This is an optimization exercise on Yosys and OpenROAD, whose aim is small area, a short achievable clock period and few clock cycles per item, not a production implementation.
RTL that was checked went through simulation tests only; none was proved equivalent to the original.

// permutation_multi_round
module permutation_multi_round (
  input  logic         clock,
  input  logic         reset_n,
  input  logic         i_sys_enable,
  input  logic         i_start,
  input  logic [3:0]   i_num_rounds,
  input  logic [319:0] i_state,
  output logic         o_busy,
  output logic         o_done,
  output logic         o_error,
  output logic [319:0] o_state
);
  localparam int CUT = 1;
  function automatic logic [63:0] ror64(input logic [63:0] x, input integer n);
    logic [127:0] w_dbl;
    w_dbl = {x, x} >> n;
    ror64 = w_dbl[63:0];
  endfunction
  function automatic logic [319:0] round_tail(input logic [319:0] z);
    logic [63:0] z0, z1, z2, z3, z4;
    z0 = z[319:256];
    z1 = z[255:192];
    z2 = z[191:128];
    z3 = z[127:64];
    z4 = z[63:0];
    z0 = z0 ^ ror64(z0, 19) ^ ror64(z0, 28);
    z1 = z1 ^ ror64(z1, 61) ^ ror64(z1, 39);
    z2 = z2 ^ ror64(z2, 1)  ^ ror64(z2, 6);
    z3 = z3 ^ ror64(z3, 10) ^ ror64(z3, 17);
    z4 = z4 ^ ror64(z4, 7)  ^ ror64(z4, 41);
    round_tail = {z0, z1, z2, z3, z4};
  endfunction
  function automatic logic [319:0] round_head(input logic [319:0] s, input logic [7:0] rc);
    logic [63:0] a0, a1, a2, a3, a4;
    logic [63:0] y0, y1, y2, y3, y4;
    a0 = s[319:256] ^ s[63:0];
    a1 = s[255:192];
    a2 = s[191:128] ^ s[255:192] ^ {56'd0, rc};
    a3 = s[127:64];
    a4 = s[63:0] ^ s[127:64];
    y0 = a0 ^ (~a1 & a2);
    y1 = a1 ^ (~a2 & a3);
    y2 = a2 ^ (~a3 & a4);
    y3 = a3 ^ (~a4 & a0);
    y4 = a4 ^ (~a0 & a1);
    round_head = {y0 ^ y4, y1 ^ y0, ~y2, y3 ^ y2, y4};
  endfunction
  function automatic logic [7:0] rconst(input logic [3:0] i);
    rconst = {4'hF - i, i};
  endfunction
  logic         r_run;
  logic [3:0]   r_idx;
  logic [319:0] r_state;
  logic         r_done;
  logic         r_error;
  logic [319:0] w_tail;
  logic [319:0] w_src;
  logic [3:0]   w_src_idx;
  logic [319:0] w_head;
  logic         w_legal;
  logic         w_load;
  logic         w_last;
  assign w_legal = (i_num_rounds != 4'd0) &&
  ...
Size in the first run: ~2,800 cells after synthesis, roughly 330 flip-flops, ~650 I/O pins.
==> module permutation_multi_round, before the edit <==
module permutation_multi_round (
  input  logic         clock,
  input  logic         reset_n,
  input  logic         i_sys_enable,
  input  logic         i_start,
  input  logic [3:0]   i_num_rounds,
  input  logic [319:0] i_state,
  output logic         o_busy,
  output logic         o_done,
  output logic         o_error,
  output logic [319:0] o_state
);
  localparam int CUT = 1;
  function automatic logic [63:0] ror64(input logic [63:0] x, input integer n);
    logic [127:0] w_dbl;
    w_dbl = {x, x} >> n;
    ror64 = w_dbl[63:0];
  endfunction
  function automatic logic [319:0] round_tail(input logic [319:0] z);
    logic [63:0] z0, z1, z2, z3, z4;
    z0 = z[319:256];
    z1 = z[255:192];
    z2 = z[191:128];
    z3 = z[127:64];
    z4 = z[63:0];
    z0 = z0 ^ ror64(z0, 19) ^ ror64(z0, 28);
    z1 = z1 ^ ror64(z1, 61) ^ ror64(z1, 39);
    z2 = z2 ^ ror64(z2, 1)  ^ ror64(z2, 6);
    z3 = z3 ^ ror64(z3, 10) ^ ror64(z3, 17);
    z4 = z4 ^ ror64(z4, 7)  ^ ror64(z4, 41);
    round_tail = {z0, z1, z2, z3, z4};
  endfunction
  function automatic logic [319:0] round_head(input logic [319:0] s, input logic [7:0] rc);
    logic [63:0] a0, a1, a2, a3, a4;
    logic [63:0] y0, y1, y2, y3, y4;
    a0 = s[319:256] ^ s[63:0];
    a1 = s[255:192];
    a2 = s[191:128] ^ s[255:192] ^ {56'd0, rc};
    a3 = s[127:64];
    a4 = s[63:0] ^ s[127:64];
    y0 = a0 ^ (~a1 & a2);
    y1 = a1 ^ (~a2 & a3);
    y2 = a2 ^ (~a3 & a4);
    y3 = a3 ^ (~a4 & a0);
    y4 = a4 ^ (~a0 & a1);
    round_head = {y0 ^ y4, y1 ^ y0, ~y2, y3 ^ y2, y4};
  endfunction
  function automatic logic [7:0] rconst(input logic [3:0] i);
    rconst = {4'hF - i, i};
  endfunction
  logic         r_run;
  logic [3:0]   r_idx;
  logic [319:0] r_state;
  logic         r_done;
  logic         r_error;
  logic [319:0] w_tail;
  logic [319:0] w_src;
  logic [3:0]   w_src_idx;
  logic [319:0] w_head;
  logic         w_legal;
  logic         w_load;
  logic         w_last;
  assign w_legal = (i_num_rounds != 4'd0) &&
                   !(i_num_rounds[3] && i_num_rounds[2] && (i_num_rounds[1] || i_num_rounds[0]));
  assign w_load  = !r_run && i_start && w_legal;
  assign w_tail    = round_tail(r_state);
  assign w_src_idx = r_run ? r_idx + 4'd1 : 4'd12 - i_num_rounds;
  assign w_last    = (w_src_idx == 4'd11);
  if (CUT == 0) begin : g_cut0
    assign w_src   = r_run ? r_state : i_state;
    assign w_head  = round_tail(round_head(w_src, rconst(w_src_idx)));
    assign o_state = r_state;
  end else begin : g_cut1
    assign w_src   = r_run ? w_tail : i_state;
    assign w_head  = round_head(w_src, rconst(w_src_idx));
    assign o_state = w_tail;
  end
  always_ff @(posedge clock or negedge reset_n) begin
    if (!reset_n) begin
      r_run   <= 1'b0;
      r_idx   <= 4'd0;
      r_state <= 320'd0;
      r_done  <= 1'b0;
      r_error <= 1'b0;
    end else if (!i_sys_enable) begin
      r_run   <= 1'b0;
      r_idx   <= 4'd0;
      r_state <= 320'd0;
      r_done  <= 1'b0;
      r_error <= 1'b0;
    end else begin
      if (r_run || w_load) begin
        r_state <= w_head;
        r_idx   <= w_src_idx;
        r_run   <= !w_last;
        r_done  <= w_last;
      end else begin
        r_done  <= 1'b0;
      end
      r_error <= !r_run && i_start && !w_legal;
    end
  end
  assign o_busy  = r_run;
  assign o_done  = r_done;
  assign o_error = r_error;
endmodule
export LEC_CHECK = 0
export CAP_MARGIN = 20
export CORE_MARGIN = 2
export CORE_UTILIZATION = 40
export SETUP_SLACK_MARGIN = 2.1
export SLEW_MARGIN = 20
create_clock -name core_clock -period 5.0 [get_ports {clock}]
standard.sh (not shown) runs the stock make flow with config.mk's settings and CLKGATE_MAP_FILE= SYNTH_SCRIPT=/design/flow/synth_recipe.tcl, a recipe that flattens the netlist after the stock synthesis.
==> flow/flow/run.sh <==
#!/bin/bash
# Standard layout, with the port buffers made from plain buffers.
bash standard.sh BUFFER_PORTS_ARGS="-buffer_cell sky130_fd_sc_hd__buf_1" finish > standard.log 2>&1
Testbench counts at the start, summed over its fixed seeds: cycles 22,998, items 2,400.
Next try:
--- a/flow/design.v
+++ b/flow/design.v
@@ -8,11 +8,10 @@
   output logic         o_busy,
   output logic         o_done,
   output logic         o_error,
   output logic [319:0] o_state
 );
-  localparam int CUT = 1;
   function automatic logic [63:0] ror64(input logic [63:0] x, input integer n);
     logic [127:0] w_dbl;
     w_dbl = {x, x} >> n;
     ror64 = w_dbl[63:0];
   endfunction
@@ -47,36 +46,40 @@
   endfunction
   function automatic logic [7:0] rconst(input logic [3:0] i);
     rconst = {4'hF - i, i};
   endfunction
   logic         r_run;
-  logic [3:0]   r_idx;
+  logic [3:0]   r_idx;      
   logic [319:0] r_state;
   logic         r_done;
   logic         r_error;
   logic [319:0] w_tail;
   logic [319:0] w_src;
-  logic [3:0]   w_src_idx;
+  logic [7:0]   w_rc;
   logic [319:0] w_head;
   logic         w_legal;
   logic         w_load;
   logic         w_last;
+  logic [3:0]   w_idx_nxt;
   assign w_legal = (i_num_rounds != 4'd0) &&
                    !(i_num_rounds[3] && i_num_rounds[2] && (i_num_rounds[1] || i_num_rounds[0]));
   assign w_load  = !r_run && i_start && w_legal;
-  assign w_tail    = round_tail(r_state);
-  assign w_src_idx = r_run ? r_idx + 4'd1 : 4'd12 - i_num_rounds;
-  assign w_last    = (w_src_idx == 4'd11);
-  if (CUT == 0) begin : g_cut0
-    assign w_src   = r_run ? r_state : i_state;
-    assign w_head  = round_tail(round_head(w_src, rconst(w_src_idx)));
-    assign o_state = r_state;
-  end else begin : g_cut1
-    assign w_src   = r_run ? w_tail : i_state;
-    assign w_head  = round_head(w_src, rconst(w_src_idx));
-    assign o_state = w_tail;
+  assign w_tail = round_tail(r_state);
+  always_comb begin
+    if (r_run) begin
+      w_rc      = rconst(r_idx);
+      w_last    = (r_idx == 4'd11);
+      w_idx_nxt = r_idx + 4'd1;
+    end else begin
+      w_rc      = {4'd3 + i_num_rounds, 4'd12 - i_num_rounds};
+      w_last    = (i_num_rounds == 4'd1);
+      w_idx_nxt = 4'd13 - i_num_rounds;
+    end
   end
+  assign w_src   = r_run ? w_tail : i_state;
+  assign w_head  = round_head(w_src, w_rc);
+  assign o_state = w_tail;
   always_ff @(posedge clock or negedge reset_n) begin
     if (!reset_n) begin
       r_run   <= 1'b0;
       r_idx   <= 4'd0;
       r_state <= 320'd0;
@@ -89,11 +92,11 @@
       r_done  <= 1'b0;
       r_error <= 1'b0;
     end else begin
       if (r_run || w_load) begin
         r_state <= w_head;
-        r_idx   <= w_src_idx;
+        r_idx   <= w_idx_nxt;
         r_run   <= !w_last;
         r_done  <= w_last;
       end else begin
         r_done  <= 1'b0;
       end
Area after synthesis decreases by 3.9%; design area rose by 0.87%; setup slack got worse by 0.024 ns; via count climbs by 4.2%; sequential share of layout area decreases by 0.16 points; cell count rose by 5.2%; wire length shrinks by 0.52%; global-route usage rose by 1.3 points.
Only the layout flow was run in the second run of this note; the RTL was not checked for function there.

========
== the previous run ==
The RTL this note starts from:
==> flow/design.v <==
module permutation_multi_round (
  input  logic         clock,
  input  logic         reset_n,
  input  logic         i_sys_enable,
  input  logic         i_start,
  input  logic [3:0]   i_num_rounds,
  input  logic [319:0] i_state,
  output logic         o_busy,
  output logic         o_done,
  output logic         o_error,
  output logic [319:0] o_state
);
  function automatic logic [63:0] ror64(input logic [63:0] x, input integer n);
    logic [127:0] w_dbl;
    w_dbl = {x, x} >> n;
    ror64 = w_dbl[63:0];
  endfunction
  function automatic logic [319:0] round_tail(input logic [319:0] z);
    logic [63:0] z0, z1, z2, z3, z4;
    z0 = z[319:256];
    z1 = z[255:192];
    z2 = z[191:128];
    z3 = z[127:64];
    z4 = z[63:0];
    z0 = z0 ^ ror64(z0, 19) ^ ror64(z0, 28);
    z1 = z1 ^ ror64(z1, 61) ^ ror64(z1, 39);
    z2 = z2 ^ ror64(z2, 1)  ^ ror64(z2, 6);
    z3 = z3 ^ ror64(z3, 10) ^ ror64(z3, 17);
    z4 = z4 ^ ror64(z4, 7)  ^ ror64(z4, 41);
    round_tail = {z0, z1, z2, z3, z4};
  endfunction
  function automatic logic [319:0] round_head(input logic [319:0] s, input logic [7:0] rc);
    logic [63:0] a0, a1, a2, a3, a4;
    logic [63:0] y0, y1, y2, y3, y4;
    a0 = s[319:256] ^ s[63:0];
    a1 = s[255:192];
    a2 = s[191:128] ^ s[255:192] ^ {56'd0, rc};
    a3 = s[127:64];
    a4 = s[63:0] ^ s[127:64];
    y0 = a0 ^ (~a1 & a2);
    y1 = a1 ^ (~a2 & a3);
    y2 = a2 ^ (~a3 & a4);
    y3 = a3 ^ (~a4 & a0);
    y4 = a4 ^ (~a0 & a1);
    round_head = {y0 ^ y4, y1 ^ y0, ~y2, y3 ^ y2, y4};
  endfunction
  function automatic logic [7:0] rconst(input logic [3:0] i);
    rconst = {4'hF - i, i};
  endfunction
  logic         r_run;
  logic [3:0]   r_idx;      
  logic [319:0] r_state;
  logic         r_done;
  logic         r_error;
  logic [319:0] w_tail;
  logic [319:0] w_src;
  logic [7:0]   w_rc;
  logic [319:0] w_head;
  logic         w_legal;
  logic         w_load;
  logic         w_last;
  logic [3:0]   w_idx_nxt;
  assign w_legal = (i_num_rounds != 4'd0) &&
                   !(i_num_rounds[3] && i_num_rounds[2] && (i_num_rounds[1] || i_num_rounds[0]));
  assign w_load  = !r_run && i_start && w_legal;
  assign w_tail = round_tail(r_state);
  always_comb begin
    if (r_run) begin
      w_rc      = rconst(r_idx);
      w_last    = (r_idx == 4'd11);
      w_idx_nxt = r_idx + 4'd1;
    end else begin
      w_rc      = {4'd3 + i_num_rounds, 4'd12 - i_num_rounds};
      w_last    = (i_num_rounds == 4'd1);
      w_idx_nxt = 4'd13 - i_num_rounds;
    end
  end
  assign w_src   = r_run ? w_tail : i_state;
  assign w_head  = round_head(w_src, w_rc);
  assign o_state = w_tail;
  always_ff @(posedge clock or negedge reset_n) begin
    if (!reset_n) begin
      r_run   <= 1'b0;
      r_idx   <= 4'd0;
      r_state <= 320'd0;
      r_done  <= 1'b0;
      r_error <= 1'b0;
    end else if (!i_sys_enable) begin
      r_run   <= 1'b0;
      r_idx   <= 4'd0;
      r_state <= 320'd0;
      r_done  <= 1'b0;
      r_error <= 1'b0;
    end else begin
      if (r_run || w_load) begin
        r_state <= w_head;
        r_idx   <= w_idx_nxt;
        r_run   <= !w_last;
        r_done  <= w_last;
      end else begin
        r_done  <= 1'b0;
      end
      r_error <= !r_run && i_start && !w_legal;
    end
  end
  assign o_busy  = r_run;
  assign o_done  = r_done;
  assign o_error = r_error;
endmodule
export LEC_CHECK = 0
export CAP_MARGIN = 20
export CORE_MARGIN = 2
export CORE_UTILIZATION = 40
export SETUP_SLACK_MARGIN = 2.2
export SLEW_MARGIN = 20
create_clock -name core_clock -period 5.0 [get_ports {clock}]
Scripts as last shown in full above: flow/flow/run.sh
The following lists how the current run was set up differently from the previous run:
==> flow/design.v <==
module permutation_multi_round (
  input  logic         clock,
  input  logic         reset_n,
  input  logic         i_sys_enable,
  input  logic         i_start,
  input  logic [3:0]   i_num_rounds,
  input  logic [319:0] i_state,
  output logic         o_busy,
  output logic         o_done,
  output logic         o_error,
  output logic [319:0] o_state
);
  function automatic logic [63:0] ror64(input logic [63:0] x, input integer n);
    logic [127:0] w_dbl;
    w_dbl = {x, x} >> n;
    ror64 = w_dbl[63:0];
  endfunction
  function automatic logic [319:0] round_tail(input logic [319:0] z);
    logic [63:0] z0, z1, z2, z3, z4;
    z0 = z[319:256];
    z1 = z[255:192];
    z2 = z[191:128];
    z3 = z[127:64];
    z4 = z[63:0];
    z0 = z0 ^ ror64(z0, 19) ^ ror64(z0, 28);
    z1 = z1 ^ ror64(z1, 61) ^ ror64(z1, 39);
    z2 = z2 ^ ror64(z2, 1)  ^ ror64(z2, 6);
    z3 = z3 ^ ror64(z3, 10) ^ ror64(z3, 17);
    z4 = z4 ^ ror64(z4, 7)  ^ ror64(z4, 41);
    round_tail = {z0, z1, z2, z3, z4};
  endfunction
  function automatic logic [319:0] round_head(input logic [319:0] s, input logic [7:0] rc);
    logic [63:0] a0, a1, a2, a3, a4;
    logic [63:0] y0, y1, y2, y3, y4;
    a0 = s[319:256] ^ s[63:0];
    a1 = s[255:192];
    a2 = s[191:128] ^ s[255:192] ^ {56'd0, rc};
    a3 = s[127:64];
    a4 = s[63:0] ^ s[127:64];
    y0 = a0 ^ (~a1 & a2);
    y1 = a1 ^ (~a2 & a3);
    y2 = a2 ^ (~a3 & a4);
    y3 = a3 ^ (~a4 & a0);
    y4 = a4 ^ (~a0 & a1);
    round_head = {y0 ^ y4, y1 ^ y0, ~y2, y3 ^ y2, y4};
  endfunction
  function automatic logic [7:0] rconst(input logic [3:0] i);
    rconst = {4'hF - i, i};
  endfunction
  logic         r_run;
  logic [3:0]   r_idx;      
  logic [319:0] r_state;
  logic         r_done;
  logic         r_error;
  logic         w_legal;
  logic [319:0] w_round;
  assign w_legal = (i_num_rounds != 4'd0) &&
                   !(i_num_rounds[3] && i_num_rounds[2] && (i_num_rounds[1] || i_num_rounds[0]));
  assign w_round = round_tail(round_head(r_state, rconst(r_idx)));
  always_ff @(posedge clock or negedge reset_n) begin
    if (!reset_n) begin
      r_run   <= 1'b0;
      r_idx   <= 4'd0;
      r_state <= 320'd0;
      r_done  <= 1'b0;
      r_error <= 1'b0;
    end else if (!i_sys_enable) begin
      r_run   <= 1'b0;
      r_idx   <= 4'd0;
      r_state <= 320'd0;
      r_done  <= 1'b0;
      r_error <= 1'b0;
    end else begin
      r_done  <= 1'b0;
      r_error <= 1'b0;
      if (r_run) begin
        r_state <= w_round;
        r_idx   <= r_idx + 4'd1;
        if (r_idx == 4'd11) begin
          r_run  <= 1'b0;
          r_done <= 1'b1;
        end
      end else if (i_start) begin
        if (w_legal) begin
          r_state <= i_state;
          r_idx   <= 4'd12 - i_num_rounds;
          r_run   <= 1'b1;
        end else begin
          r_error <= 1'b1;
        end
      end
    end
  end
  assign o_state = r_state;
  assign o_busy  = r_run;
  assign o_done  = r_done;
  assign o_error = r_error;
endmodule
Findings:
Delta (the current run minus the previous run): cell area after placement higher, global-route total usage across every layer higher, data arrival time of the critical path higher. The final non-filler cell total number comes out lower for the previous run vs the current run. r_state[21] as the startpoint of the most critical setup path was reported by the current run, and r_state[301] by the previous run. Diff the previous run -> the current run | worst setup slack | decrease of 49 ps. Aggregate negative setup slack: the previous run vs the current run — no meaningful difference.
No functional check of the RTL was part of any run of this note.

## static timing again, ports no longer ideal
No port has a modelled driver above. Below, the same layouts with a new extraction and two added sets of constraints.
Step 1 (the two cells are an assumption about what drives the block):
set clk [get_ports {clock}]
set_driving_cell -lib_cell sky130_fd_sc_hd__clkbuf_16 $clk
set_driving_cell -lib_cell sky130_fd_sc_hd__buf_2 [delete_from_list [all_inputs] $clk]
Step 2 times the ports against the registers' clock, not the clock port: input delays grow and output delays shrink by t, the midpoint of the rising clock arrivals with the driver on.
Slacks: ideal / step 1 / step 2; pairs: ideal / step 1.
run | shift t [ns] | slack for setup (ns) | worst setup path at the end
the first run of note 1 | 0.656 | 2.054 / 1.976 / 1.609 | input to register
the second run of note 1 | 0.642 | 2.030 / 1.962 / 1.559 | input to register
the previous run | 0.649 | 2.117 / 2.047 / 1.703 | input to register
the current run | 0.675 | 2.068 / 2.068 / 1.676 | input to register
After both steps every run listed still meets setup and hold. For the second run of note 1, which loses most, drivers alone change the setup slack by -0.068 ns; drivers and shift together by -0.471 ns.
